Source: an optimization exercise on an open RTL-to-GDS flow (aim: small area, a short achievable clock period and few clock cycles per item). Production flows keep margins and buffers that such runs may drop.
At most, simulation tests tie the RTL to the original design; equivalence was not proved.
No functional check of the RTL was part of runs 3 to 5.
No driver is modelled on the clock port, so clocking that relies on it looks cheaper here than on a real chip.
Power figures rest on the tool's default switching activity, not on a simulated workload.

`flow/flow/post_cts.tcl`:
```
set_propagated_clock [all_clocks]
estimate_parasitics -placement
set upsized 0
foreach inst [get_cells *] {
  if {[get_property $inst ref_name] ne "sky130_fd_sc_hd__clkbuf_4"} { continue }
  set worst 0.0
  foreach opin [get_pins -of_objects $inst -filter "direction==output"] {
    foreach p [get_pins -of_objects [get_nets -of_objects $opin] -filter "direction==input"] {
      set s [get_property $p slew_max]
      if {$s > $worst} { set worst $s }
    }
  }
  if {$worst > 0.090} {
    replace_cell [get_property $inst full_name] sky130_fd_sc_hd__clkbuf_8
    incr upsized
  }
}
puts "post_cts: upsized $upsized clock buffers to clkbuf_8"
if {$upsized > 0} {
  detailed_placement
  check_placement -verbose
  estimate_parasitics -placement
}
```
`flow/design.v`:
```
package tsph_pkg;
  localparam int unsigned PACKET_BYTES = 188;
  localparam logic [7:0] SYNC_CODE = 8'h47;
  localparam logic [3:0] KIND_HEADER  = 4'd0;
  localparam logic [3:0] KIND_PAYLOAD = 4'd8;
  localparam logic [1:0] ST_OK       = 2'd0;
  localparam logic [1:0] ST_BAD_SYNC = 2'd1;
  localparam logic [1:0] ST_TRUNC    = 2'd2;
  localparam int P_IDLE  = 0;    
  localparam int P_PAY   = 1;    
  localparam int P_HDR   = 2;    
  localparam int P_ALEN  = 3;    
  localparam int P_AFL   = 4;    
  localparam int P_STUFF = 5;    
  localparam int P_PSKIP = 6;    
  localparam int P_PEND  = 7;    
  localparam int P_PCR   = 8;    
  localparam int P_OPCR  = 9;
  localparam int P_SPL   = 10;
  localparam int P_PRIV  = 11;
  localparam int P_EXT   = 12;   
  localparam int P_LTW   = 13;
  localparam int P_RATE  = 14;
  localparam int P_SEAM  = 15;
endpackage
module ts_packet_header_parser (
  input  logic        clk,
  input  logic        rst,
  input  logic        byte_valid,
  output logic        byte_stall,
  input  logic [8:0]  byte_data,   
  output logic        rec_valid,
  input  logic        rec_stall,
  output logic [72:0] rec_data
);
  localparam logic [7:0] ALEN_MAX = 8'(tsph_pkg::PACKET_BYTES - 5);
  localparam logic [7:0] POS_WRAP = 8'(tsph_pkg::PACKET_BYTES);
  localparam int P_IDLE  = tsph_pkg::P_IDLE;
  localparam int P_PAY   = tsph_pkg::P_PAY;
  localparam int P_HDR   = tsph_pkg::P_HDR;
  localparam int P_ALEN  = tsph_pkg::P_ALEN;
  localparam int P_AFL   = tsph_pkg::P_AFL;
  localparam int P_STUFF = tsph_pkg::P_STUFF;
  localparam int P_PSKIP = tsph_pkg::P_PSKIP;
  localparam int P_PEND  = tsph_pkg::P_PEND;
  localparam int P_PCR   = tsph_pkg::P_PCR;
  localparam int P_OPCR  = tsph_pkg::P_OPCR;
  localparam int P_SPL   = tsph_pkg::P_SPL;
  localparam int P_PRIV  = tsph_pkg::P_PRIV;
  localparam int P_EXT   = tsph_pkg::P_EXT;
  localparam int P_LTW   = tsph_pkg::P_LTW;
  localparam int P_RATE  = tsph_pkg::P_RATE;
  localparam int P_SEAM  = tsph_pkg::P_SEAM;
  logic        in_vld, in_vld_n;
  logic [8:0]  in_q, in_q_n;
  logic        bs_q, bs_n;
  logic        in_sync, in_zero, in_long;    
  logic        in_sync_n, in_zero_n, in_long_n;
  logic        ov, ov_n;
  logic [3:0]  okind, ekind;
  logic [1:0]  ost, est;
  logic        olast, elast;
  logic        emit;
  logic [15:0] ph, ph_n;        
  logic        pt, pt_n;        
  logic [5:0]  fcnt, fcnt_n;    
  logic [7:0]  bpos, bpos_n;    
  logic        wrap, wrap_n;    
  logic [7:0]  abl, abl_n;      
  logic [7:0]  fl, fl_n;        
  logic [23:0] hl;              
  logic [41:0] val;             
  logic [7:0]  b;
  logic        pos0, quiet, calm, fld, last;
  logic        do_pend, do_t0, consume, cq, cn;
  logic        sync;
  logic        t_hdr, t_alen, t_afl, t_pskip, t_stuff, t_fld, t_priv;
  logic        adv;
  logic [7:0]  fs;
  logic [15:0] adv_ph;
  logic        adv_pt;
  logic [5:0]  adv_cnt;
  logic [7:0]  adv_fl;
  logic [41:0] vd, ve;
  logic        v_clr, v_pay, v_dec, v_all;
  logic [5:0]  s_pcr;
  logic [4:0]  s_seam;
  logic [2:0]  s_rate;
  logic [1:0]  s_ltw;
  logic        s_one;
  logic [7:0]  pay_len;
  logic        hshift;        
  logic        pos0_n, quiet_n, calm_n, free_n;
  assign b     = in_q[8:1];
  assign pos0  = in_q[0] || wrap;
  assign quiet = ph[P_IDLE] || ph[P_PAY];
  assign calm  = quiet || ph[P_ALEN] || ph[P_AFL] || ph[P_STUFF] || ph[P_EXT];
  assign fld   = ph[P_PCR] || ph[P_OPCR] || ph[P_SPL] || ph[P_PRIV] || ph[P_EXT] ||
                 ph[P_LTW] || ph[P_RATE] || ph[P_SEAM];
  assign last  = fcnt[0];
  assign sync  = in_sync;
  assign do_pend = !ov && ph[P_PEND];
  assign do_t0   = !ov && in_vld && pos0 && !quiet && !ph[P_PEND];
  assign consume = in_vld && (ph[P_PEND] ? (!ov && !pos0)
                                         : (!(pos0 && !quiet) && (!ov || (calm && !pos0))));
  assign cq      = consume && pos0;     
  assign cn      = consume && !pos0 && !ph[P_PEND];
  assign t_hdr   = cn && ph[P_HDR] && last;
  assign t_alen  = cn && ph[P_ALEN];
  assign t_afl   = cn && ph[P_AFL];
  assign t_pskip = cn && ph[P_PSKIP] && (val[16:9] == 8'd1);
  assign t_stuff = cn && ph[P_STUFF] && (abl == 8'd1);
  assign t_fld   = cn && fld && last;
  assign t_priv  = t_fld && ph[P_PRIV] && !in_zero;
  assign adv     = t_afl || t_pskip || (t_fld && !t_priv);
  always_comb begin
    if (ph[P_AFL])      fs = {b[4:0], 3'd0};
    else if (ph[P_EXT]) fs = {5'd0, b[7:5]};
    else                fs = fl;
    adv_ph  = '0;
    adv_pt  = 1'b0;
    adv_cnt = '0;
    adv_fl  = fs;
    if (fs[7]) begin
      adv_fl[7] = 1'b0;
      if (abl <= 8'd6) adv_pt = 1'b1; else adv_ph[P_PCR] = 1'b1;
      adv_cnt[5] = 1'b1;
    end else if (fs[6]) begin
      adv_fl[6] = 1'b0;
      if (abl <= 8'd6) adv_pt = 1'b1; else adv_ph[P_OPCR] = 1'b1;
      adv_cnt[5] = 1'b1;
    end else if (fs[5]) begin
      adv_fl[5] = 1'b0;
      if (abl <= 8'd1) adv_pt = 1'b1; else adv_ph[P_SPL] = 1'b1;
      adv_cnt[0] = 1'b1;
    end else if (fs[4]) begin
      adv_fl[4] = 1'b0;
      if (abl <= 8'd1) adv_pt = 1'b1; else adv_ph[P_PRIV] = 1'b1;
      adv_cnt[0] = 1'b1;
    end else if (fs[3]) begin
      adv_fl[3] = 1'b0;
      if (abl <= 8'd2) adv_pt = 1'b1; else adv_ph[P_EXT] = 1'b1;
      adv_cnt[1] = 1'b1;
    end else if (fs[2]) begin
      adv_fl[2] = 1'b0;
      if (abl <= 8'd2) adv_pt = 1'b1; else adv_ph[P_LTW] = 1'b1;
      adv_cnt[1] = 1'b1;
    end else if (fs[1]) begin
      adv_fl[1] = 1'b0;
      if (abl <= 8'd3) adv_pt = 1'b1; else adv_ph[P_RATE] = 1'b1;
      adv_cnt[2] = 1'b1;
    end else if (fs[0]) begin
      adv_fl[0] = 1'b0;
      if (abl <= 8'd5) adv_pt = 1'b1; else adv_ph[P_SEAM] = 1'b1;
      adv_cnt[4] = 1'b1;
    end else if (abl != 8'd1) begin
      adv_ph[P_STUFF] = 1'b1;
    end
    if (adv_ph == '0) adv_ph[P_PEND] = 1'b1;
  end
  always_comb begin
    ph_n   = ph;
    pt_n   = pt;
    fcnt_n = fcnt;
    abl_n  = abl;
    fl_n   = fl;
    emit   = 1'b0;
    ekind  = tsph_pkg::KIND_HEADER;
    est    = tsph_pkg::ST_OK;
    elast  = 1'b0;
    v_clr  = 1'b0;
    v_pay  = 1'b0;
    if (cn && (fld || ph[P_HDR])) fcnt_n = fcnt >> 1;
    if (cn && (fld || ph[P_AFL] || ph[P_PSKIP] || ph[P_STUFF])) abl_n = abl - 8'd1;
    if (do_pend) begin
      emit  = 1'b1;
      ekind = tsph_pkg::KIND_PAYLOAD;
      elast = 1'b1;
      ph_n  = '0;
      if (pt) begin
        est   = tsph_pkg::ST_TRUNC;
        v_clr = 1'b1;
        ph_n[P_IDLE] = 1'b1;
      end else begin
        v_pay = 1'b1;
        ph_n[P_PAY] = 1'b1;
      end
    end
    if (do_t0) begin
      emit  = 1'b1;
      ekind = tsph_pkg::KIND_PAYLOAD;
      est   = tsph_pkg::ST_TRUNC;
      elast = 1'b1;
      v_clr = 1'b1;
      ph_n  = '0;
      ph_n[P_IDLE] = 1'b1;
    end
    if (cq) begin
      ph_n = '0;
      if (!sync) begin
        emit  = 1'b1;
        est   = tsph_pkg::ST_BAD_SYNC;
        elast = 1'b1;
        v_clr = 1'b1;
        ph_n[P_IDLE] = 1'b1;
      end else begin
        ph_n[P_HDR] = 1'b1;
        fcnt_n      = 6'b000100;
      end
    end
    if (t_hdr) begin
      emit  = 1'b1;
      v_clr = 1'b1;
      ph_n  = '0;
      if (b[5]) begin
        ph_n[P_ALEN] = 1'b1;
      end else begin
        ph_n[P_PEND] = 1'b1;
        pt_n         = 1'b0;
      end
    end
    if (t_alen) begin
      abl_n = b;
      ph_n  = '0;
      if (in_long) begin
        ph_n[P_PEND] = 1'b1;
        pt_n         = 1'b1;
      end else if (in_zero) begin
        ph_n[P_PEND] = 1'b1;
        pt_n         = 1'b0;
      end else begin
        ph_n[P_AFL] = 1'b1;
      end
    end
    if (t_stuff) begin
      ph_n = '0;
      ph_n[P_PEND] = 1'b1;
      pt_n         = 1'b0;
    end
    if (t_fld && !ph[P_EXT]) begin
      emit  = 1'b1;
      ekind = {1'b0,
               ph[P_PRIV] || ph[P_LTW] || ph[P_RATE] || ph[P_SEAM],
               ph[P_OPCR] || ph[P_SPL] || ph[P_RATE] || ph[P_SEAM],
               ph[P_PCR] || ph[P_SPL] || ph[P_LTW] || ph[P_SEAM]};
    end
    if (t_priv) begin
      ph_n = '0;
      if (b >= abl) begin
        ph_n[P_PEND] = 1'b1;
        pt_n         = 1'b1;
      end else begin
        ph_n[P_PSKIP] = 1'b1;
      end
    end
    if (adv) begin
      ph_n = adv_ph;
      pt_n = adv_pt;
      fl_n = adv_fl;
      if (adv_ph[P_PEND] == 1'b0) fcnt_n = adv_cnt;
    end
  end
  assign v_dec   = cn && ph[P_PSKIP];
  assign hshift  = cn && ph[P_HDR];
  assign pay_len = hl[4] ? (POS_WRAP - bpos) : 8'd0;
  always_comb begin
    s_pcr  = {6{cn && (ph[P_PCR] || ph[P_OPCR])}} & {fcnt[0], fcnt[1], fcnt[2], fcnt[3], fcnt[4], fcnt[5]};
    s_seam = {5{cn && ph[P_SEAM]}} & {fcnt[0], fcnt[1], fcnt[2], fcnt[3], fcnt[4]};
    s_rate = {3{cn && ph[P_RATE]}} & {fcnt[0], fcnt[1], fcnt[2]};
    s_ltw  = {2{cn && ph[P_LTW]}} & {fcnt[0], fcnt[1]};
    s_one  = cn && (ph[P_SPL] || ph[P_PRIV]);
  end
  assign v_all = v_clr || v_pay || s_one || s_ltw[0] || s_rate[0] || s_seam[0];
  always_comb begin
    vd = '0;
    ve = {42{v_all}};
    vd[41:34] = vd[41:34] | ({8{s_pcr[0]}} & b);           ve[41:34] = ve[41:34] | {8{s_pcr[0]}};
    vd[33:26] = vd[33:26] | ({8{s_pcr[1]}} & b);           ve[33:26] = ve[33:26] | {8{s_pcr[1]}};
    vd[25:18] = vd[25:18] | ({8{s_pcr[2]}} & b);           ve[25:18] = ve[25:18] | {8{s_pcr[2]}};
    vd[17:10] = vd[17:10] | ({8{s_pcr[3]}} & b);           ve[17:10] = ve[17:10] | {8{s_pcr[3]}};
    vd[9:8]   = vd[9:8]   | ({2{s_pcr[4]}} & {b[7], b[0]}); ve[9:8]   = ve[9:8]   | {2{s_pcr[4]}};
    vd[7:0]   = vd[7:0]   | ({8{s_pcr[5]}} & b);           ve[7:0]   = ve[7:0]   | {8{s_pcr[5]}};
    vd[41:39] = vd[41:39] | ({3{s_seam[0]}} & b[3:1]);
    vd[3:0]   = vd[3:0]   | ({4{s_seam[0]}} & b[7:4]);
    vd[38:31] = vd[38:31] | ({8{s_seam[1]}} & b);           ve[38:31] = ve[38:31] | {8{s_seam[1]}};
    vd[30:24] = vd[30:24] | ({7{s_seam[2]}} & b[7:1]);      ve[30:24] = ve[30:24] | {7{s_seam[2]}};
    vd[23:16] = vd[23:16] | ({8{s_seam[3]}} & b);           ve[23:16] = ve[23:16] | {8{s_seam[3]}};
    vd[15:9]  = vd[15:9]  | ({7{s_seam[4]}} & b[7:1]);      ve[15:9]  = ve[15:9]  | {7{s_seam[4]}};
    vd[30:25] = vd[30:25] | ({6{s_rate[0]}} & b[5:0]);
    vd[24:17] = vd[24:17] | ({8{s_rate[1]}} & b);           ve[24:17] = ve[24:17] | {8{s_rate[1]}};
    vd[16:9]  = vd[16:9]  | ({8{s_rate[2]}} & b);           ve[16:9]  = ve[16:9]  | {8{s_rate[2]}};
    vd[23:17] = vd[23:17] | ({7{s_ltw[0]}} & b[6:0]);
    vd[0]     = vd[0]     | (s_ltw[0] & b[7]);
    vd[16:9]  = vd[16:9]  | ({8{s_ltw[1]}} & b);            ve[16:9]  = ve[16:9]  | {8{s_ltw[1]}};
    vd[16:9]  = vd[16:9]  | ({8{s_one}} & b);
    vd[16:9]  = vd[16:9]  | ({8{v_pay}} & bpos);
    vd[7:0]   = vd[7:0]   | ({8{v_pay}} & pay_len);
    vd[16:9]  = vd[16:9]  | ({8{v_dec}} & (val[16:9] - 8'd1));
    ve[16:9]  = ve[16:9]  | {8{v_dec}};
  end
  always_comb begin
    bpos_n = bpos;
    wrap_n = wrap;
    if (consume) begin
      bpos_n = pos0 ? 8'd1 : bpos + 8'd1;
      wrap_n = !pos0 && (bpos == POS_WRAP - 8'd1);
    end
  end
  assign ov_n     = ov ? rec_stall : emit;
  assign in_vld_n = (in_vld && !consume) || (byte_valid && !bs_q);
  assign in_q_n   = bs_q ? in_q : byte_data;
  assign in_sync_n = bs_q ? in_sync : (byte_data[8:1] == tsph_pkg::SYNC_CODE);
  assign in_zero_n = bs_q ? in_zero : (byte_data[8:1] == 8'd0);
  assign in_long_n = bs_q ? in_long : (byte_data[8:1] > ALEN_MAX);
  assign pos0_n   = in_q_n[0] || wrap_n;
  assign quiet_n  = ph_n[P_IDLE] || ph_n[P_PAY];
  assign calm_n   = quiet_n || ph_n[P_ALEN] || ph_n[P_AFL] || ph_n[P_STUFF] || ph_n[P_EXT];
  assign free_n   = !ov_n;
  assign bs_n     = in_vld_n && (free_n ? (pos0_n && !quiet_n)
                                        : (ph_n[P_PEND] || !calm_n || pos0_n));
  always_ff @(posedge clk) begin
    if (rst) begin
      in_vld <= 1'b0;
      bs_q   <= 1'b0;
      ov     <= 1'b0;
      ph     <= 16'(1) << P_IDLE;
      wrap   <= 1'b1;
    end else begin
      in_vld <= in_vld_n;
      bs_q   <= bs_n;
      ov     <= ov_n;
      ph     <= ph_n;
      wrap   <= wrap_n;
    end
  end
  always_ff @(posedge clk) begin
    in_q    <= in_q_n;
    in_sync <= in_sync_n;
    in_zero <= in_zero_n;
    in_long <= in_long_n;
    bpos <= bpos_n;
    pt   <= pt_n;
    fcnt <= fcnt_n;
    abl  <= abl_n;
    fl   <= fl_n;
    hl  <= (hl & {24{!(cq || hshift)}}) | ({hl[15:0], b} & {24{hshift}});
    val <= (val & ~ve) | (vd & ve);
    if (emit) begin
      okind <= ekind;
      ost   <= est;
      olast <= elast;
    end
  end
  assign byte_stall = bs_q;
  assign rec_valid  = ov;
  assign rec_data   = {okind, hl[20:8], hl[23], hl[22], hl[21], hl[7:6], hl[5:4], hl[3:0],
                       val, ost, olast};
endmodule
```
`flow/config.mk`:
```
export PLATFORM = sky130hd
export DESIGN_NAME = ts_packet_header_parser
export DESIGN_NICKNAME = ts_packet_header_parser
export VERILOG_FILES = /design/flow/design.v
export SDC_FILE = /design/flow/constraint.sdc
export NUM_CORES = 4
export LEC_CHECK = 0
export ABC_AREA = 1
export CAP_MARGIN = 20
export CORE_MARGIN = 2
export CORE_UTILIZATION = 50
export PLACE_DENSITY = 0.8
export SLEW_MARGIN = 20
```
`flow/standard.sh`:
```
#!/bin/bash
# synth_recipe.tcl (not shown) runs the flow's synth.tcl, then flattens the netlist and writes it again
# the make line also repeats each setting of config.mk as NAME=value (left out here)
make -C /OpenROAD-flow-scripts/flow DESIGN_CONFIG=/design/flow/config.mk WORK_HOME=/design/flow/orfs CLKGATE_MAP_FILE= SYNTH_SCRIPT=/design/flow/synth_recipe.tcl "${@:-finish}"
```
`flow/constraint.sdc`:
```
create_clock -name core_clock -period 8.0 [get_ports {clk}]
set_input_delay 1.6000 -clock core_clock [delete_from_list [all_inputs] [get_ports {clk}]]
set_output_delay 1.6000 -clock core_clock [all_outputs]
set_load 0.01 [all_outputs]
```
`flow/flow/run.sh`:
```
#!/bin/bash
# The standard layout (standard.sh: the standard flow's synthesis and ORFS flow) with these
# changes to how it is made:
#  - port buffers are buf_2 cells rather than the delay cells buffer_ports picks by
#    default; every port still gets its own buffer;
#  - the clock tree is built from clkbuf_4 cells under a clkbuf_16 root, with no
#    dummy loads; flow/post_cts.tcl then upsizes to clkbuf_8 any of them whose
#    flip-flop clock pins would see a high slew;
set -euo pipefail
export BUFFER_PORTS_ARGS="-buffer_cell sky130_fd_sc_hd__buf_2"
export CTS_ARGS="-sink_clustering_enable -repair_clock_nets -buf_list sky130_fd_sc_hd__clkbuf_4 -root_buf sky130_fd_sc_hd__clkbuf_16 -dont_use_dummy_load"
export POST_CTS_TCL="$(pwd)/flow/post_cts.tcl"
export SETUP_SLACK_MARGIN=5.45
bash standard.sh finish > standard_flow.log 2>&1
```
==> impl_metrics.json, run 1 <==
{
  "max_slew_margin": 0.579,
  "syn_inst": 793,
  "portBuffers": 87,
  "postRouteWirelength_um": 19100,
  "cp_slowest_cell": "edfxtp_1",
  "drt_iter0_drc": 789,
  "drc": 0,
  "fin_nets": 946,
  "cp_max_fo": 2,
  "syn_nets": 821,
  "drive_above_1_share": 0.219,
  "grtUsageTotal": 0.259,
  "worstSetupEndpointType": "output pin",
  "clk_pin_slew_ns": 0.09,
  "grt_pass1_wl_um": 29000,
  "reg2reg_to": "okind[0]$_SDFFCE_PN0P_",
  "tightest_slew_ns": 0.631,
  "p_per_area_nw_per_um2": 167,
  "finalHoldViolCount": 0,
  "fin_skew_ns": 0.0293,
  "syn_to_final_growth_pct": 17.0,
  "die_w_um": 121,
  "hold_path_depth": 2,
  "power_frac_comb": 0.132,
  "hold_path_class": "reg -> reg",
  "p_leak_uw": 0.00343,
  "hold_start": "ph[10]$_SDFFE_PP0P_",
  "post_drt_wl_per_cell_um": 17.5,
  "rrSetupSlack_ns": 5.53,
  "clk_latency_ns": 0.37,
  "setup_violations": 0,
  "dp_hpwl_um": 13800,
  "fillers": 1204,
  "num_io_pins": 88,
  "vias": 6382,
  "grt-ovfl-total": 0,
  "status": "no timing/DRC/antenna violations",
  "critical_path.max_stage_delay_ns": 0.43,
  "ys_types": 49,
  "place_inst": 1037,
  "syn-cell-area_sq_um": 6900,
  "netlist_top_cells_count": "nand2_1, inv_1, edfxtp_1, nor2_1, dfxtp_1",
  "postLayoutCoreUtil": 0.605,
  "gp_congestion": 1.00,
  "ys_warn_count": 1,
  "crit_chain": "buf_2",
  "required_ns": 6.40,
  "tns_ns": 0,
  "numClockSinks": 135,
  "synthArstFlopShare": 0,
  "hold-path-endpoint": "ph[10]$_SDFFE_PP0P_",
  "p_switching_uw": 363,
  "synth_area_per_cell_sq_um": 8.70,
  "grt_max_degree": 34,
  "grt_setup_unrepaired": "yes",
  "maxCapViolCount": 0,
  "die_area_sq_um": 14700,
  "fin_cells": 1092,
  "slew_violations": 0,
  "path_class": "reg -> out",
  "arrival_ns": 0.97,
  "max_freq_ghz": 0.389,
  "coreArea_sq_um": 13300,
  "cts_tree": "done",
  "rows": 42,
  "grt_antenna_before_repair": 0,
  "p_seq_frac": 0.601,
  "initial_utilization": 0.517,
  "synth_edf_count": 83,
  "synth.area.top_cells": "edfxtp_1, dfxtp_1, nand2_1",
  "synth_seq_cells": 135,
  "r2r_cells": 10,
  "p_clk_frac": 0.266,
  "crit_family": "flip-flops",
  "post-synth-top-count-cell": "nand2_1",
  "final_antenna_net_count": 0,
  "yosys.area.top_type": "edfxtp_1",
  "yosysSeqAreaShare": 0.512,
  "fin_crit_ns": 2.57,
  "start_kind": "register",
  "switching_share": 0.269,
  "internal-power_uw": 986,
  "die-height_um": 121,
  "timing.final.crit_share": 0.321,
  "rr_startpoint": "in_q[0]$_DFF_P_",
  "vias_per_cell": 5.84,
  "n_antenna_cell": 0,
  "critPathBufInv": 1,
  "synth_flop_cell": "edfxtp_1",
  "yosys.area.top_type_share": 0.361,
  "peakVddDrop_mv": 0.0878,
  "grt_pass1_vias": 5718,
  "first_pass_iters": 6
}
==> metrics by stage <==
step | total power [uW] | area, sq um | hold WS [ns] | setup slack, ns
final | 1350 | 8070 | 0.474 | 5.43
after global routing | 1400 | 8070 | 0.500 | 5.40
after detailed placement | 978 | 7470 | 0.469 | 5.06
after global placement | 976 | 7470 | 0.463 | 5.19
after floorplan | 917 | 6900 | 0.452 | 5.58
==> routing by layer <==
metal	up-vias	global-route usage	part of all wire
met5	-	0	0
met4	0	0.0970	0.025
met3	52	0.0550	0.080
met2	337	0.421	0.47
met1	2994	0.341	0.42
li1	2999	-	-
==> cells in the final DEF (no fill, tap or decap), types with 4 or more instances in the layout <==
cell type	Yosys	layout
o221ai_1	26	26
clkbuf_8	0	6
nor2_4	4	7
clkinv_1	5	5
nand2_1	149	146
nor4_1	6	6
ha_1	15	15
nor2_2	9	10
nand2_2	5	8
inv_1	101	98
nor3_1	15	15
xor2_1	11	11
a21oi_1	47	45
dfxtp_1	52	49
o22ai_1	33	33
edfxtp_1	83	83
clkbuf_4	0	11
inv_2	9	8
nor2_1	68	64
o21ai_0	39	38
buf_4	1	35
nand3_1	48	45
buf_2	3	87
nand4_1	8	8
o21ai_1	3	4
==> how the worst max path moves through the flow <==
stage | from | endpoint | slack [ns] | depth (start not counted)
after floorplan | byte_data[2] | in_zero$_DFFE_PN_ | 5.58 | 2
after global placement | wrap$_SDFF_PP1_ | hl[10]$_DFF_P_ | 5.19 | 10
after detailed placement | ph[12]$_SDFF_PP0_ | register | 5.06 | 12
after global routing | ph[4]$_SDFF_PP0_ | ph[2]$_SDFFE_PP0P_ | 5.40 | 13
final | register | rec_data[12] | 5.43 | 1
==> layout make-up <==
cell class                      instances  area [sq um]  area share
Tap cell                              176           220      0.0273
Sequential cell                       135          3540       0.439
Inverter                              115           445      0.0552
Timing Repair Buffer                  125           737      0.0913
Clock buffer                           17           183      0.0226
Multi-Input combinational cell        524          2940       0.365
==> power groups by stage <==
stage / Combinational, uW / Clock (uW) / Sequential, uW
after floorplan: 90.3 / 0 / 827
after global placement: 143 / 0 / 834
after detailed placement: 144 / 0 / 833
after global routing: 193 / 393 / 815
final: 178 / 359 / 812
==> kinds of logic after synthesis <==
logic type	count (synthesis)	synth area share
AND/OR/NAND/NOR	323	0.212
XOR/XNOR	14	0.0178
adder cells (fa/ha/maj)	15	0.0272
buffers and inverters	134	0.0751
AO/OA/AOI/OAI	172	0.155
flip-flops	135	0.512
Testbench counts, summed over its fixed seeds: cycles 36,328, bytes 36,128.
==> inputs of run 2 (changes only) <==
--- a/flow/flow/run.sh
+++ b/flow/flow/run.sh
@@ -12,3 +12,3 @@
 export POST_CTS_TCL="$(pwd)/flow/post_cts.tcl"
-export SETUP_SLACK_MARGIN=5.45
+export SETUP_SLACK_MARGIN=5.4
 bash standard.sh finish > standard_flow.log 2>&1
--- a/flow/config.mk
+++ b/flow/config.mk
@@ -8,3 +8,3 @@
 export ABC_AREA = 1
-export CAP_MARGIN = 20
+export CAP_MARGIN = 0
 export CORE_MARGIN = 2
@@ -12,2 +12,2 @@
 export PLACE_DENSITY = 0.8
-export SLEW_MARGIN = 20
+export SLEW_MARGIN = 0
==> run 2 against run 1 <==
Compared with the run above:
- hold slack gained 0.0042 ns
- register-to-register slack got worse by 0.02 ns
- core utilization down 0.90 points
- first-iteration DRC count grew 0.13%
- non-clock buffer count decreased by 9
- flip-flop and latch count stayed put
- highest routed layer unchanged
- critical endpoint unchanged
- via count down 1.8%
- clock power is essentially flat
- combinational power fell by 6%
- clock skew up 0.00050 ns
==> impl_metrics.json, run 2 <==
{
  "synthArstFlopShare": 0,
  "yosys.area.top_type": "edfxtp_1",
  "vias": 6265,
  "syn_inst": 793,
  "post-route-cell-area_sq_um": 7950,
  "num_io_pins": 88,
  "setup_violations": 0,
  "fin_crit_ns": 2.58,
  "start_kind": "register",
  "vias_per_cell": 5.78,
  "clk_pin_slew_ns": 0.09,
  "power_frac_comb": 0.125,
  "mostFrequentLayoutCell": "nand2_1",
  "die-height_um": 121,
  "critPathBufInv": 1,
  "p_leak_uw": 0.00337,
  "synth_flop_cell": "edfxtp_1",
  "place_inst": 1037,
  "peakVddDrop_mv": 0.0869,
  "grt_antenna_before_repair": 0,
  "r2r_cells": 15,
  "drive_above_1_share": 0.206,
  "max_slew_margin": 0.262,
  "ys_warn_count": 1,
  "gp_congestion": 1.00,
  "die_area_sq_um": 14700,
  "p_seq_frac": 0.607,
  "cp_max_fo": 2,
  "synth.area.top_cells": "edfxtp_1, dfxtp_1, nand2_1",
  "hold-path-endpoint": "ph[10]$_SDFFE_PP0P_",
  "crit_chain": "buf_2",
  "tns_ns": 0,
  "tightest_slew_ns": 1.09,
  "arrival_ns": 0.98,
  "syn_nets": 821,
  "internal-power_uw": 981,
  "max_freq_ghz": 0.388,
  "p_per_area_nw_per_um2": 169,
  "grtUsageTotal": 0.259,
  "grt_setup_unrepaired": "yes",
  "synth_area_per_cell_sq_um": 8.70,
  "portBuffers": 87,
  "grt_pass1_vias": 5719,
  "n_antenna_cell": 0,
  "final_cell_mix": "nand2_1, inv_1, buf_2",
  "fin_nets": 937,
  "die_w_um": 121,
  "postRouteWirelength_um": 18700,
  "yosys.area.top_type_share": 0.361,
  "required_ns": 6.40,
  "hold_path_depth": 2,
  "status": "no timing/DRC/antenna violations",
  "path_class": "reg -> out",
  "cp_slowest_cell": "edfxtp_1",
  "syn_to_final_growth_pct": 15.3,
  "grt_max_degree": 34,
  "hold_path_class": "reg -> reg",
  "fin_skew_ns": 0.0298,
  "first_pass_iters": 6,
  "ys_types": 49,
  "timing.final.crit_share": 0.322,
  "syn-cell-area_sq_um": 6900,
  "switching_share": 0.269,
  "final_antenna_net_count": 0,
  "dp_hpwl_um": 13800,
  "p_clk_frac": 0.268,
  "numClockSinks": 135,
  "rrSetupSlack_ns": 5.51,
  "grt_pass1_wl_um": 29000,
  "crit_family": "flip-flops",
  "critical_path.max_stage_delay_ns": 0.44,
  "synth_edf_count": 83,
  "netlist_top_cells_count": "nand2_1, inv_1, edfxtp_1, nor2_1, dfxtp_1",
  "yosysSeqAreaShare": 0.512,
  "drt_iter0_drc": 790,
  "place_area_sq_um": 7470,
  "synth_seq_cells": 135,
  "worstSetupEndpointType": "output pin",
  "drc": 0,
  "p_switching_uw": 361,
  "slew_violations": 0,
  "rr_startpoint": "in_q[0]$_DFF_P_",
  "cts_tree": "done",
  "finalHoldViolCount": 0,
  "clk_latency_ns": 0.37,
  "postLayoutCoreUtil": 0.596,
  "coreArea_sq_um": 13300,
  "hold_start": "ph[10]$_SDFFE_PP0P_",
  "post_drt_wl_per_cell_um": 17.3,
  "maxCapViolCount": 0,
  "post-synth-top-count-cell": "nand2_1",
  "rows": 42,
  "fin_cells": 1083,
  "initial_utilization": 0.517,
  "grt-ovfl-total": 0
}
-- run 2: cell counts after synthesis --
Identical to the previous run, type by type.
-- run 2: cell families (layout without fill, tap and decap cells) --
kind of cell / Yosys count / count (layout) / synth area share
fa+ha+maj: 15 / 15 / 0.0272
simple gates: 323 / 323 / 0.212
xor+xnor: 14 / 14 / 0.0178
compound gates: 172 / 172 / 0.155
buf+inv: 134 / 248 / 0.0751
flops: 135 / 135 / 0.512
-- run 2: power by group through the flow --
stage          combinational (uW)  clock, uW  sequential [uW]
2_1_floorplan                90.3          0              827
3_3_place_gp                  143          0              834
3_5_place_dp                  144          0              833
5_1_grt                       183        393              818
6_report                      168        360              814
-- run 2: metal layers --
metal / global-route usage / vias up / wire (um)
li1: - / 2978 / -
met1: 0.341 / 2896 / 8180
met5: 0 / - / 0
met4: 0.101 / 0 / 429
met3: 0.0555 / 42 / 1450
met2: 0.420 / 349 / 8660
-- run 2: worst max-delay path by stage --
| stage | slack, ns | depth (start not counted) | from | endpoint |
|---|---|---|---|---|
| floorplan | 5.58 | 2 | byte_data[2] | in_zero$_DFFE_PN_ |
| global placement | 5.19 | 10 | wrap$_SDFF_PP1_ | hl[10]$_DFF_P_ |
| detailed placement | 5.06 | 12 | ph[12]$_SDFF_PP0_ | register |
| global route | 5.36 | 13 | in_q[8]$_DFFE_PN_ | fcnt[4]$_DFF_P_ |
| finish | 5.42 | 1 | register | rec_data[12] |
-- run 2: per-stage QoR --
stage               setup WS, ns  power [uW]  hold WS, ns
global placement            5.19         976        0.463
floorplan                   5.58         917        0.452
detailed placement          5.06         978        0.469
global route                5.36        1390        0.501
finish                      5.42        1340        0.478
-- run 2: area by class of cell --
type	instances	area [sq um]
fill	1223	5400
multi-input combinational	524	2900
clock buffer	17	183
tap	176	220
sequential	135	3540
timing repair buffer	116	666
inverter	115	445
-- run 2: worst reg2reg max path, delay by kind of cell, from the launching register on --
family	cells	cell delay, ns
AOI/OAI and AO/OA	1	0.13
DFF	1	0.34
buffers and inverters	4	0.46
and+or+nand+nor	10	1.25
==> inputs of run 3 (changes only) <==
--- a/flow/design.v
+++ b/flow/design.v
@@ -69,2 +69,4 @@
   logic [7:0]  abl, abl_n;      
+  logic [6:1]  le, le_n;        
+  logic        abl_dec;         
   logic [7:0]  fl, fl_n;        
@@ -111,3 +113,3 @@
   assign t_pskip = cn && ph[P_PSKIP] && (val[16:9] == 8'd1);
-  assign t_stuff = cn && ph[P_STUFF] && (abl == 8'd1);
+  assign t_stuff = cn && ph[P_STUFF] && le[1];
   assign t_fld   = cn && fld && last;
@@ -125,3 +127,3 @@
       adv_fl[7] = 1'b0;
-      if (abl <= 8'd6) adv_pt = 1'b1; else adv_ph[P_PCR] = 1'b1;
+      if (le[6]) adv_pt = 1'b1; else adv_ph[P_PCR] = 1'b1;
       adv_cnt[5] = 1'b1;
@@ -129,3 +131,3 @@
       adv_fl[6] = 1'b0;
-      if (abl <= 8'd6) adv_pt = 1'b1; else adv_ph[P_OPCR] = 1'b1;
+      if (le[6]) adv_pt = 1'b1; else adv_ph[P_OPCR] = 1'b1;
       adv_cnt[5] = 1'b1;
@@ -133,3 +135,3 @@
       adv_fl[5] = 1'b0;
-      if (abl <= 8'd1) adv_pt = 1'b1; else adv_ph[P_SPL] = 1'b1;
+      if (le[1]) adv_pt = 1'b1; else adv_ph[P_SPL] = 1'b1;
       adv_cnt[0] = 1'b1;
@@ -137,3 +139,3 @@
       adv_fl[4] = 1'b0;
-      if (abl <= 8'd1) adv_pt = 1'b1; else adv_ph[P_PRIV] = 1'b1;
+      if (le[1]) adv_pt = 1'b1; else adv_ph[P_PRIV] = 1'b1;
       adv_cnt[0] = 1'b1;
@@ -141,3 +143,3 @@
       adv_fl[3] = 1'b0;
-      if (abl <= 8'd2) adv_pt = 1'b1; else adv_ph[P_EXT] = 1'b1;
+      if (le[2]) adv_pt = 1'b1; else adv_ph[P_EXT] = 1'b1;
       adv_cnt[1] = 1'b1;
@@ -145,3 +147,3 @@
       adv_fl[2] = 1'b0;
-      if (abl <= 8'd2) adv_pt = 1'b1; else adv_ph[P_LTW] = 1'b1;
+      if (le[2]) adv_pt = 1'b1; else adv_ph[P_LTW] = 1'b1;
       adv_cnt[1] = 1'b1;
@@ -149,3 +151,3 @@
       adv_fl[1] = 1'b0;
-      if (abl <= 8'd3) adv_pt = 1'b1; else adv_ph[P_RATE] = 1'b1;
+      if (le[3]) adv_pt = 1'b1; else adv_ph[P_RATE] = 1'b1;
       adv_cnt[2] = 1'b1;
@@ -153,5 +155,5 @@
       adv_fl[0] = 1'b0;
-      if (abl <= 8'd5) adv_pt = 1'b1; else adv_ph[P_SEAM] = 1'b1;
+      if (le[5]) adv_pt = 1'b1; else adv_ph[P_SEAM] = 1'b1;
       adv_cnt[4] = 1'b1;
-    end else if (abl != 8'd1) begin
+    end else if (!le[1]) begin
       adv_ph[P_STUFF] = 1'b1;
@@ -160,2 +162,10 @@
   end
+  assign abl_dec = cn && (fld || ph[P_AFL] || ph[P_PSKIP] || ph[P_STUFF]);
+  always_comb begin
+    le_n = le;
+    for (int k = 1; k <= 6; k++) begin
+      if (t_alen)       le_n[k] = (b <= 8'(k));
+      else if (abl_dec) le_n[k] = (abl <= 8'(k + 1));
+    end
+  end
   always_comb begin
@@ -173,3 +183,3 @@
     if (cn && (fld || ph[P_HDR])) fcnt_n = fcnt >> 1;
-    if (cn && (fld || ph[P_AFL] || ph[P_PSKIP] || ph[P_STUFF])) abl_n = abl - 8'd1;
+    if (abl_dec) abl_n = abl - 8'd1;
     if (do_pend) begin
@@ -344,2 +354,3 @@
     abl  <= abl_n;
+    le   <= le_n;
     fl   <= fl_n;
==> flow/flow/run.sh (replaced) <==
#!/bin/bash
# The standard layout (standard.sh: the standard flow's synthesis and ORFS flow) with three
# changes to how it is made:
#  - port buffers are buf_2 cells rather than the delay cells buffer_ports picks by
#    default; every port still gets its own buffer;
#  - the clock tree uses clkbuf_8 cells under a clkbuf_16 root and no dummy loads;
set -euo pipefail
export BUFFER_PORTS_ARGS="-buffer_cell sky130_fd_sc_hd__buf_2"
export CTS_ARGS="-sink_clustering_enable -repair_clock_nets -buf_list sky130_fd_sc_hd__clkbuf_8 -root_buf sky130_fd_sc_hd__clkbuf_16 -dont_use_dummy_load"
export SETUP_SLACK_MARGIN=5.4
bash standard.sh finish > standard_flow.log 2>&1
--- a/flow/config.mk
+++ b/flow/config.mk
@@ -8,6 +8,5 @@
 export ABC_AREA = 1
-export CAP_MARGIN = 0
+export CAP_MARGIN = 20
 export CORE_MARGIN = 2
 export CORE_UTILIZATION = 50
-export PLACE_DENSITY = 0.8
-export SLEW_MARGIN = 0
+export SLEW_MARGIN = 20
removed: flow/flow/post_cts.tcl
==> run 3 against run 2 <==
Compared with the run above:
- non-clock buffer count is the same
- still clean
- sequential share of layout area shrank 0.24 points
- via count up 2.4%
- cell count is 3.0% higher
- area after synthesis is 4.4% higher
- register-to-register slack about the same
- first-iteration DRC count is 48% lower
- clock skew rose by 0.0015 ns
- critical path depth unchanged
- largest power group unchanged
- die area increased by 4.3%
- cell area is 4.9% higher
==> impl_metrics.json, run 3 <==
{
  "status": "no timing/DRC/antenna violations",
  "p_clk_frac": 0.299,
  "rows": 43,
  "syn-cell-area_sq_um": 7200,
  "yosysSeqAreaShare": 0.511,
  "dp_slack_ns": 4.79,
  "place_inst": 1069,
  "r2r_cells": 12,
  "grt_antenna_before_repair": 0,
  "mostFrequentLayoutCell": "nand2_1",
  "cp_max_fo": 3,
  "first_pass_iters": 5,
  "internal-power_uw": 1060,
  "start_kind": "register",
  "clk_latency_ns": 0.39,
  "cts.path.max_buffers": 2,
  "critical_path.max_stage_delay_ns": 0.43,
  "fin_cells": 1115,
  "ys_warn_count": 1,
  "grt_setup_unrepaired": "yes",
  "post-synth-top-count-cell": "nand2_1",
  "peakVddDrop_mv": 0.102,
  "switching_share": 0.267,
  "fin_nets": 964,
  "fin_crit_ns": 2.57,
  "worstSetupEndpointType": "output pin",
  "synth.area.top_cells": "edfxtp_1, dfxtp_1, nand2_1",
  "vias": 6416,
  "gp_congestion": 0.955,
  "slew_violations": 0,
  "n_antenna_cell": 0,
  "p_leak_uw": 0.00363,
  "cts_root_buffer": "clkbuf_16",
  "cts-htree-levels": 4,
  "yosys.area.top_type_share": 0.367,
  "syn_to_final_growth_pct": 15.8,
  "max_freq_ghz": 0.389,
  "cp_slowest_cell": "edfxtp_1",
  "cts_made_buffers": 17,
  "grt_max_degree": 34,
  "path_class": "reg -> out",
  "fin_skew_ns": 0.0313,
  "cts_tree": "done",
  "hold_ws_ns": 0.468,
  "p_seq_frac": 0.582,
  "p_per_area_nw_per_um2": 174,
  "grtUsageTotal": 0.276,
  "crit_chain": "buf_2",
  "vias_per_cell": 5.75,
  "dp_hpwl_um": 15400,
  "syn_nets": 850,
  "ys_types": 48,
  "clk_pin_slew_ns": 0.07,
  "synth_area_per_cell_sq_um": 8.75,
  "max_slew_margin": 0.431,
  "synth_flop_cell": "edfxtp_1",
  "power_frac_comb": 0.119,
  "yosys.area.top_type": "edfxtp_1",
  "arrival_ns": 0.97,
  "drc": 0,
  "fillers": 1267,
  "timing.final.crit_share": 0.321,
  "grt-ovfl-total": 0,
  "synth_seq_cells": 140,
  "grt_pass1_vias": 5978,
  "drt_iter0_drc": 408,
  "finalHoldViolCount": 0,
  "setup_violations": 0,
  "numClockSinks": 140,
  "grt_pass1_wl_um": 31500,
  "netlist_top_cells_count": "nand2_1, inv_1, edfxtp_1, nor2_1, dfxtp_1",
  "syn_inst": 823,
  "postLayoutCoreUtil": 0.596,
  "drive_above_1_share": 0.207,
  "coreArea_sq_um": 14000,
  "setup_slack_ns": 5.43,
  "maxCapViolCount": 0,
  "cp.depth": 1,
  "final_cell_mix": "nand2_1, inv_1, edfxtp_1",
  "num_io_pins": 88,
  "hold_path_depth": 2,
  "post_drt_wl_per_cell_um": 18.8,
  "critPathBufInv": 1,
  "tightest_slew_ns": 0.853,
  "p_switching_uw": 387,
  "synth_edf_count": 88,
  "final_antenna_net_count": 0,
  "hold_path_class": "reg -> reg",
  "postRouteWirelength_um": 20900,
  "tns_ns": 0,
  "crit_family": "flip-flops",
  "synthArstFlopShare": 0,
  "die_w_um": 124,
  "initial_utilization": 0.515,
  "portBuffers": 87,
  "die-height_um": 124,
  "die_area_sq_um": 15400,
  "required_ns": 6.40
}
-- run 3: what timing repair did --
item                                    in CTS  in global routing
hold buffers                                 0                  0
gates resized for setup                     10                 16
setup buffers                               15                 14
pin swaps                                    1                  2
endpoints found under the setup margin     141                 71
-- run 3: power by group through the flow --
stage	Sequential (uW)	Combinational [uW]	Clock, uW
2_1_floorplan	854	87.8	0
3_3_place_gp	862	144	0
3_5_place_dp	863	145	0
4_1_cts	844	155	438
5_1_grt	845	188	463
6_report	842	172	433
-- run 3: worst paths after layout --
| kind | start | endpoint | slack, ns |
|---|---|---|---|
| max | register | rec_data[13] | 5.43 |
| min | ph[10]$_SDFFE_PP0P_ | ph[10]$_SDFFE_PP0P_ | 0.47 |
| max reg2reg | in_q[1]$_DFFE_PN_ | bs_q$_SDFF_PP0_ | 5.52 |
| min reg2reg | ph[10]$_SDFFE_PP0P_ | ph[10]$_SDFFE_PP0P_ | 0.47 |
-- run 3: worst reg2reg max path: stages, from the launching register on --
cell and delay, ns:
edfxtp_1 0.60, a22oi_1 0.46, nand2_1 0.17, inv_1 0.11
nand2_1 0.06, inv_1 0.07, nand4_1 0.13, nand2_1 0.11
nor2_1 0.04, nand3b_1 0.09, nand2_2 0.15, a21oi_1 0.24
a21oi_1 0.09
-- run 3: metrics by stage --
step,power [uW],cell area (sq um)
3_3_place_gp,1010,7750
3_5_place_dp,1010,7750
2_1_floorplan,942,7200
4_1_cts,1440,8150
6_report,1450,8340
5_1_grt,1500,8340
-- run 3: kinds of logic (layout without fill, tap and decap cells) --
group / count (synthesis) / in the layout / synth area share
fa+ha+maj: 14 / 14 / 0.0243
buf+inv: 148 / 260 / 0.0823
simple gates: 333 / 333 / 0.216
xor+xnor: 12 / 12 / 0.0146
flops: 140 / 140 / 0.511
compound gates: 176 / 176 / 0.152
-- run 3: layout make-up --
type / count / area (sq um) / area share
multi-input cells: 535 / 3020 / 0.362
well taps: 180 / 225 / 0.0270
repair buffers: 116 / 666 / 0.0798
inverters: 127 / 492 / 0.0590
clock buffers: 17 / 245 / 0.0294
flip-flops and latches: 140 / 3690 / 0.443
-- run 3: routing by layer --
layer	global-route usage	vias up	wire [um]
met5	0	-	0
met2	0.462	283	10100
li1	-	3061	-
met3	0.0495	42	1210
met4	0.112	0	548
met1	0.354	3030	9090
==> inputs of run 4 (changes only) <==
--- a/flow/design.v
+++ b/flow/design.v
@@ -77,2 +77,4 @@
   logic        do_pend, do_t0, consume, cq, cn;
+  logic        pos0_q, take_q, cq_q, cn_q, t0_q;
+  logic        take_n, cq_n, cn_n, t0_n, pend_n;
   logic        sync;
@@ -96,3 +98,3 @@
   assign b     = in_q[8:1];
-  assign pos0  = in_q[0] || wrap;
+  assign pos0  = pos0_q;         
   assign quiet = ph[P_IDLE] || ph[P_PAY];
@@ -104,7 +106,6 @@
   assign do_pend = !ov && ph[P_PEND];
-  assign do_t0   = !ov && in_vld && pos0 && !quiet && !ph[P_PEND];
-  assign consume = in_vld && (ph[P_PEND] ? (!ov && !pos0)
-                                         : (!(pos0 && !quiet) && (!ov || (calm && !pos0))));
-  assign cq      = consume && pos0;     
-  assign cn      = consume && !pos0 && !ph[P_PEND];
+  assign do_t0   = t0_q;        
+  assign consume = take_q;
+  assign cq      = cq_q;        
+  assign cn      = cn_q;        
   assign t_hdr   = cn && ph[P_HDR] && last;
@@ -328,4 +329,9 @@
   assign free_n   = !ov_n;
-  assign bs_n     = in_vld_n && (free_n ? (pos0_n && !quiet_n)
-                                        : (ph_n[P_PEND] || !calm_n || pos0_n));
+  assign pend_n   = ph_n[P_PEND];
+  assign take_n   = in_vld_n && (pend_n ? (free_n && !pos0_n)
+                                        : (!(pos0_n && !quiet_n) && (free_n || (calm_n && !pos0_n))));
+  assign cq_n     = take_n && pos0_n;
+  assign cn_n     = take_n && !pos0_n && !pend_n;
+  assign t0_n     = free_n && in_vld_n && pos0_n && !quiet_n && !pend_n;
+  assign bs_n     = in_vld_n && !take_n;
   always_ff @(posedge clk) begin
@@ -334,2 +340,7 @@
       bs_q   <= 1'b0;
+      take_q <= 1'b0;
+      cq_q   <= 1'b0;
+      cn_q   <= 1'b0;
+      t0_q   <= 1'b0;
+      pos0_q <= 1'b1;
       ov     <= 1'b0;
@@ -340,2 +351,7 @@
       bs_q   <= bs_n;
+      take_q <= take_n;
+      cq_q   <= cq_n;
+      cn_q   <= cn_n;
+      t0_q   <= t0_n;
+      pos0_q <= pos0_n;
       ov     <= ov_n;
==> run 4 against run 3 <==
Compared with the run above:
- still clean
- first-iteration DRC count is 63% higher
- sequential share of layout area grew 1.5 points
- combinational power grew 46%
- cell count is 0.63% higher
- sequential power up 8.6%
- worst setup slack gained 0.024 ns
- cell area decreased by 0.71%
- maximum frequency up 0.95%
- non-clock buffer count down 17
- core utilization down 2.2 points
- register-to-register slack improved by 0.02 ns
==> impl_metrics.json, run 4 <==
{
  "grt_setup_unrepaired": "yes",
  "synth_edf_count": 88,
  "hold_ws_ns": 0.468,
  "required_ns": 6.40,
  "critical_path.max_stage_delay_ns": 0.42,
  "final_antenna_net_count": 0,
  "start_kind": "register",
  "vias": 6442,
  "yosys.area.top_type": "edfxtp_1",
  "cp_slowest_cell": "edfxtp_1",
  "initial_utilization": 0.509,
  "p_per_area_nw_per_um2": 194,
  "post-route-cell-area_sq_um": 8280,
  "die_area_sq_um": 15700,
  "syn-cell-area_sq_um": 7330,
  "postLayoutCoreUtil": 0.574,
  "ys_types": 50,
  "dp_slack_ns": 5.38,
  "max_slew_margin": 0.448,
  "tightest_slew_ns": 0.825,
  "final_cell_mix": "nand2_1, inv_1, edfxtp_1",
  "grt_max_degree": 37,
  "gp_congestion": 0.981,
  "cp_max_fo": 2,
  "yosys.area.top_type_share": 0.360,
  "crit_chain": "buf_2",
  "cts-htree-levels": 4,
  "synth_seq_cells": 145,
  "grt_antenna_before_repair": 0,
  "portBuffers": 87,
  "syn_inst": 845,
  "syn_nets": 872,
  "ys_warn_count": 1,
  "p_leak_uw": 0.00358,
  "place_area_sq_um": 7900,
  "synth_flop_cell": "edfxtp_1",
  "cts_made_buffers": 17,
  "yosysSeqAreaShare": 0.516,
  "status": "no timing/DRC/antenna violations",
  "hold_path_class": "reg -> reg",
  "peakVddDrop_mv": 0.102,
  "cts_tree": "done",
  "cts_hold_buf": 0,
  "fin_crit_ns": 2.55,
  "post-synth-top-count-cell": "nand2_1",
  "numClockSinks": 145,
  "maxCapViolCount": 0,
  "n_antenna_cell": 0,
  "slew_violations": 0,
  "die_w_um": 125,
  "synthArstFlopShare": 0,
  "synth.area.top_cells": "edfxtp_1, dfxtp_1, nand2_1",
  "critPathBufInv": 1,
  "arrival_ns": 0.95,
  "synth_area_per_cell_sq_um": 8.68,
  "rows": 44,
  "postRouteWirelength_um": 20800,
  "coreArea_sq_um": 14400,
  "setup_slack_ns": 5.45,
  "first_pass_iters": 5,
  "netlist_top_cells_count": "nand2_1, inv_1, edfxtp_1, nor2_1, dfxtp_1",
  "syn_to_final_growth_pct": 12.9,
  "timing.final.crit_share": 0.318,
  "path_class": "reg -> out",
  "grtUsageTotal": 0.265,
  "grt_pass1_vias": 5974,
  "die-height_um": 125,
  "clk_latency_ns": 0.38,
  "cts_root_buffer": "clkbuf_16",
  "mostFrequentLayoutCell": "nand2_1",
  "setup_violations": 0,
  "cts.path.max_buffers": 2,
  "grt_pass1_wl_um": 32600,
  "fin_nets": 967,
  "post_drt_wl_per_cell_um": 18.5,
  "fin_skew_ns": 0.0214,
  "grt-ovfl-total": 0,
  "worstSetupEndpointType": "output pin",
  "drive_above_1_share": 0.177,
  "max_freq_ghz": 0.393,
  "drc": 0,
  "crit_family": "flip-flops",
  "vias_per_cell": 5.74,
  "num_io_pins": 88,
  "drt_iter0_drc": 666,
  "dp_hpwl_um": 15200,
  "finalHoldViolCount": 0,
  "tns_ns": 0,
  "clk_pin_slew_ns": 0.06
}
## run 4: cell count changes after synthesis, sizes merged, moves of 5 or more
| cell | previous run | this run |
|---|---|---|
| nor2 | 80 | 94 |
| o221ai | 24 | 16 |
| o22ai | 33 | 41 |
| clkbuf | 11 | 17 |
| inv | 125 | 131 |
| nor3 | 21 | 15 |
| o21ai | 57 | 51 |
| a22oi | 2 | 7 |
| dfxtp | 52 | 57 |
| nand2 | 156 | 151 |
| nand3 | 51 | 46 |
## run 4: area by class of cell
cell class,count,area (sq um)
clock buffers,17,245
fillers,1337,6140
inverters,134,524
multi-input cells,543,2970
flip-flops and latches,145,3780
well taps,184,230
repair buffers,99,526
## run 4: path summary, 6_finish.rpt
check                           start             endpoint  slack (ns)  depth (start not counted)
setup / recovery             register         rec_data[18]        5.45                          1
hold / removal    ph[11]$_SDFFE_PP0P_  ph[11]$_SDFFE_PP0P_        0.47                          2
setup reg to reg    in_q[3]$_DFFE_PN_      cq_q$_SDFF_PP0_        5.54                         16
hold reg to reg   ph[11]$_SDFFE_PP0P_  ph[11]$_SDFFE_PP0P_        0.47                          2
## run 4: what timing repair did
action | CTS | global route
endpoints found under the setup margin | 5 | 57
hold endpoints to repair | 0 | 0
buffers inserted | 5 | 7
resized for setup | 0 | 13
## run 4: kinds of logic (layout without fill, tap and decap cells)
logic type                 Yosys count  after routing  share of synthesized area
adders and majority gates           14             14                     0.0239
DFF                                145            145                      0.516
buffers and inverters              157            250                     0.0824
xor gates and xnor gates            10             10                     0.0119
AOI/OAI and AO/OA                  187            187                      0.157
and+or+nand+nor                    332            332                      0.209
## run 4: metrics by stage
| step | power, uW | std cells |
|---|---|---|
| after floorplan | 1060 | 845 |
| after detailed placement | 1160 | 1093 |
| after CTS | 1600 | 1115 |
| after global placement | 1160 | 1093 |
| after global routing | 1670 | 1122 |
| final | 1610 | 1122 |
## run 4: worst min-delay path: stages, from the launching register on
cell and delay (ns):
dfxtp_1 0.31, nand2_1 0.06, a21oi_1 0.05
## run 4: layer usage
layer  part of all wire  track usage
met4              0.018       0.0810
met3              0.076       0.0629
met2               0.45        0.409
met1               0.46        0.374
met5                  0            0
## run 4: power breakdown
| group | switching, uW | internal, uW |
|---|---|---|
| sequential | 50.6 | 863 |
| combinational | 174 | 76.1 |
| clock | 241 | 200 |
==> inputs of run 5 (changes only) <==
--- a/flow/flow/run.sh
+++ b/flow/flow/run.sh
@@ -9,3 +9,3 @@
 export CTS_ARGS="-sink_clustering_enable -repair_clock_nets -buf_list sky130_fd_sc_hd__clkbuf_8 -root_buf sky130_fd_sc_hd__clkbuf_16 -dont_use_dummy_load"
-export SETUP_SLACK_MARGIN=5.4
+export SETUP_SLACK_MARGIN=5.7
 bash standard.sh finish > standard_flow.log 2>&1
==> run 5 against run 4 <==
Compared with the run above:
- total power up 1.6%
- clock skew rose by 0.0031 ns
- first-iteration DRC count is 8.0% lower
- die area did not move
- sequential share of layout area fell by 2.0 points
- worst setup slack got worse by 0.0016 ns
- critical path type unchanged
- highest routed layer unchanged
==> impl_metrics.json, run 5 <==
{
  "status": "no timing/DRC/antenna violations",
  "cts_made_buffers": 17,
  "timing.final.crit_share": 0.319,
  "initial_utilization": 0.509,
  "post_drt_wl_per_cell_um": 18.6,
  "critical_path.max_stage_delay_ns": 0.42,
  "num_io_pins": 88,
  "final_cell_mix": "nand2_1, inv_1, edfxtp_1",
  "synth.area.top_cells": "edfxtp_1, dfxtp_1, nand2_1",
  "r2r_cells": 16,
  "path_class": "reg -> out",
  "fin_crit_ns": 2.55,
  "hold_ws_ns": 0.465,
  "netlist_top_cells_count": "nand2_1, inv_1, edfxtp_1, nor2_1, dfxtp_1",
  "critPathBufInv": 1,
  "crit_family": "flip-flops",
  "drive_above_1_share": 0.241,
  "cp_max_fo": 2,
  "crit_chain": "buf_2",
  "first_pass_iters": 6,
  "start_kind": "register",
  "yosys.area.top_type": "edfxtp_1",
  "hold-path-endpoint": "ph[8]$_SDFFE_PP0P_",
  "worstSetupEndpointType": "output pin",
  "clk_pin_slew_ns": 0.06,
  "vias": 6652,
  "synthArstFlopShare": 0,
  "synth_flop_cell": "edfxtp_1",
  "p_per_area_nw_per_um2": 187,
  "grt_max_degree": 37,
  "grtUsageTotal": 0.277,
  "vias_per_cell": 5.79,
  "drt_iter0_drc": 613,
  "syn_to_final_growth_pct": 19.2,
  "synth_seq_cells": 145,
  "cts_hold_buf": 0,
  "synth_area_per_cell_sq_um": 8.68,
  "grt_setup_unrepaired": "yes",
  "max_slew_margin": 0.483,
  "die_w_um": 125,
  "hold_start": "ph[8]$_SDFFE_PP0P_",
  "slew_violations": 0,
  "dp_slack_ns": 5.36,
  "gp_congestion": 0.984,
  "setup_slack_ns": 5.45,
  "cts_tree": "done",
  "cts-htree-levels": 4,
  "ys_warn_count": 1,
  "die-height_um": 125,
  "die_area_sq_um": 15700,
  "hold_path_depth": 2,
  "cts_root_buffer": "clkbuf_16",
  "yosysSeqAreaShare": 0.516,
  "reg2reg_to": "cn_q$_SDFF_PP0_",
  "total_power_uw": 1630,
  "peakVddDrop_mv": 0.114,
  "cts.path.max_buffers": 2,
  "drc": 0,
  "hold_path_class": "reg -> reg",
  "tightest_slew_ns": 0.773,
  "arrival_ns": 0.95,
  "p_leak_uw": 0.00375,
  "fillers": 1298,
  "cp_slowest_cell": "edfxtp_1",
  "syn_nets": 872,
  "fin_skew_ns": 0.0244,
  "rows": 44,
  "synth_edf_count": 88,
  "setup_violations": 0,
  "clk_latency_ns": 0.38,
  "dp_hpwl_um": 15400,
  "grt-ovfl-total": 0,
  "syn_inst": 845,
  "rrSetupSlack_ns": 5.89,
  "postRouteWirelength_um": 21400,
  "ys_types": 50,
  "coreArea_sq_um": 14400,
  "max_freq_ghz": 0.392,
  "syn-cell-area_sq_um": 7330,
  "n_antenna_cell": 0,
  "place_area_sq_um": 7900,
  "portBuffers": 87,
  "maxCapViolCount": 0,
  "yosys.area.top_type_share": 0.360,
  "grt_pass1_vias": 6360,
  "fin_nets": 993,
  "tns_ns": 0,
  "finalHoldViolCount": 0,
  "cp.depth": 1,
  "post-route-cell-area_sq_um": 8740,
  "mostFrequentLayoutCell": "nand2_1",
  "required_ns": 6.40,
  "numClockSinks": 145,
  "grt_antenna_before_repair": 0,
  "post-synth-top-count-cell": "nand2_1",
  "final_antenna_net_count": 0,
  "grt_pass1_wl_um": 34100
}
-- run 5: cell count changes in the layout (fill, tap and decap cells not counted), moves of 3 or more --
cell and delta:
buf_2 -27, buf_4 +24, buf_6 +27, dfxtp_1 -28, dfxtp_2 +26, inv_1 -3
inv_2 +3, nor2_1 -4, nor2_2 +4
-- run 5: worst max-delay path by stage --
stage / endpoint / slack (ns)
after global routing: rec_data[19] / 5.42
final: rec_data[13] / 5.45
after global placement: in_zero$_DFFE_PN_ / 5.44
after floorplan: in_zero$_DFFE_PN_ / 5.58
after detailed placement: in_zero$_DFFE_PN_ / 5.36
after CTS: rec_data[12] / 5.45
-- run 5: cell type report --
cell class                      count  area [sq um]  area share
Tap cell                          184           230      0.0263
Multi-Input combinational cell    544          3020       0.346
Sequential cell                   145          3820       0.438
Timing Repair Buffer              124           895       0.102
Clock buffer                       17           245      0.0281
Inverter                          134           524      0.0600
-- run 5: cells by family (layout without fill, tap and decap cells) --
group / count (synthesis) / after routing / share of synthesized area
adder cells (fa/ha/maj): 14 / 14 / 0.0239
XOR/XNOR: 10 / 10 / 0.0119
buffers and inverters: 157 / 275 / 0.0824
AND/OR/NAND/NOR: 332 / 333 / 0.209
AO/OA/AOI/OAI: 187 / 187 / 0.157
flip-flops: 145 / 145 / 0.516
-- run 5: report_power, final --
group	total, uW	switching, uW	internal [uW]	leakage (uW)
Sequential	907	43.2	864	0.00133
Combinational	287	189	97.7	0.00230
Clock	438	238	200	0.000127
Total	1630	470	1160	0.00375
-- run 5: tightest hold or removal path, stage by stage (launching register included) --
cell and delay [ns]:
dfxtp_1 0.30, nand2_1 0.06, a21oi_1 0.05
-- run 5: what timing repair did --
item                       in CTS  in global routing
gates resized for setup        63                 21
pin swaps                       2                  1
setup endpoints to repair     135                133
buffers inserted               18                 19
gates cloned                    1                  0
-- run 5: metal layers --
metal,GRT usage,share of wire,vias to the layer above
met5,0,0,-
met4,0.0967,0.021,0
met3,0.0535,0.073,41
met2,0.437,0.46,320
met1,0.384,0.44,3159
li1,-,-,3132
-- run 5: per-stage QoR --
stage,std cells,utilization
finish,1148,0.606
detailed placement,1093,0.548
global route,1148,0.606
CTS,1129,0.592
global placement,1093,0.548
floorplan,845,-

[re-timing with driven ports]
In the flow no input, the clock included, has a driving cell. The finished layouts below were timed again as built, in two steps. Step 1 assumes that a clkbuf_16 drives the clock port and a buf_2 every other input. Step 2 adds t to the input delays and takes it off the output delays; t is the mean of the earliest and latest rising clock arrival at the registers after step 1. Input paths then give back, and output paths get back, about the clock's delay inside the block. Slacks: ideal / step 1 / step 2; pairs: ideal / step 1.
run	t, ns	setup slack, ns	worst register clock-pin slew, ns
run 1	0.399	5.428 / 5.388 / 5.405	0.09 / 0.09
run 2	0.399	5.424 / 5.385 / 5.403	0.09 / 0.09
run 3	0.416	5.428 / 5.382 / 5.315	0.08 / 0.08
run 4	0.409	5.453 / 5.412 / 5.354	0.09 / 0.09
run 5	0.412	5.451 / 5.407 / 5.379	0.09 / 0.09
After both steps every run listed still meets setup and hold. The setup slack of run 3, which loses most, moves by -0.046 ns with the drivers and by -0.113 ns with both steps.
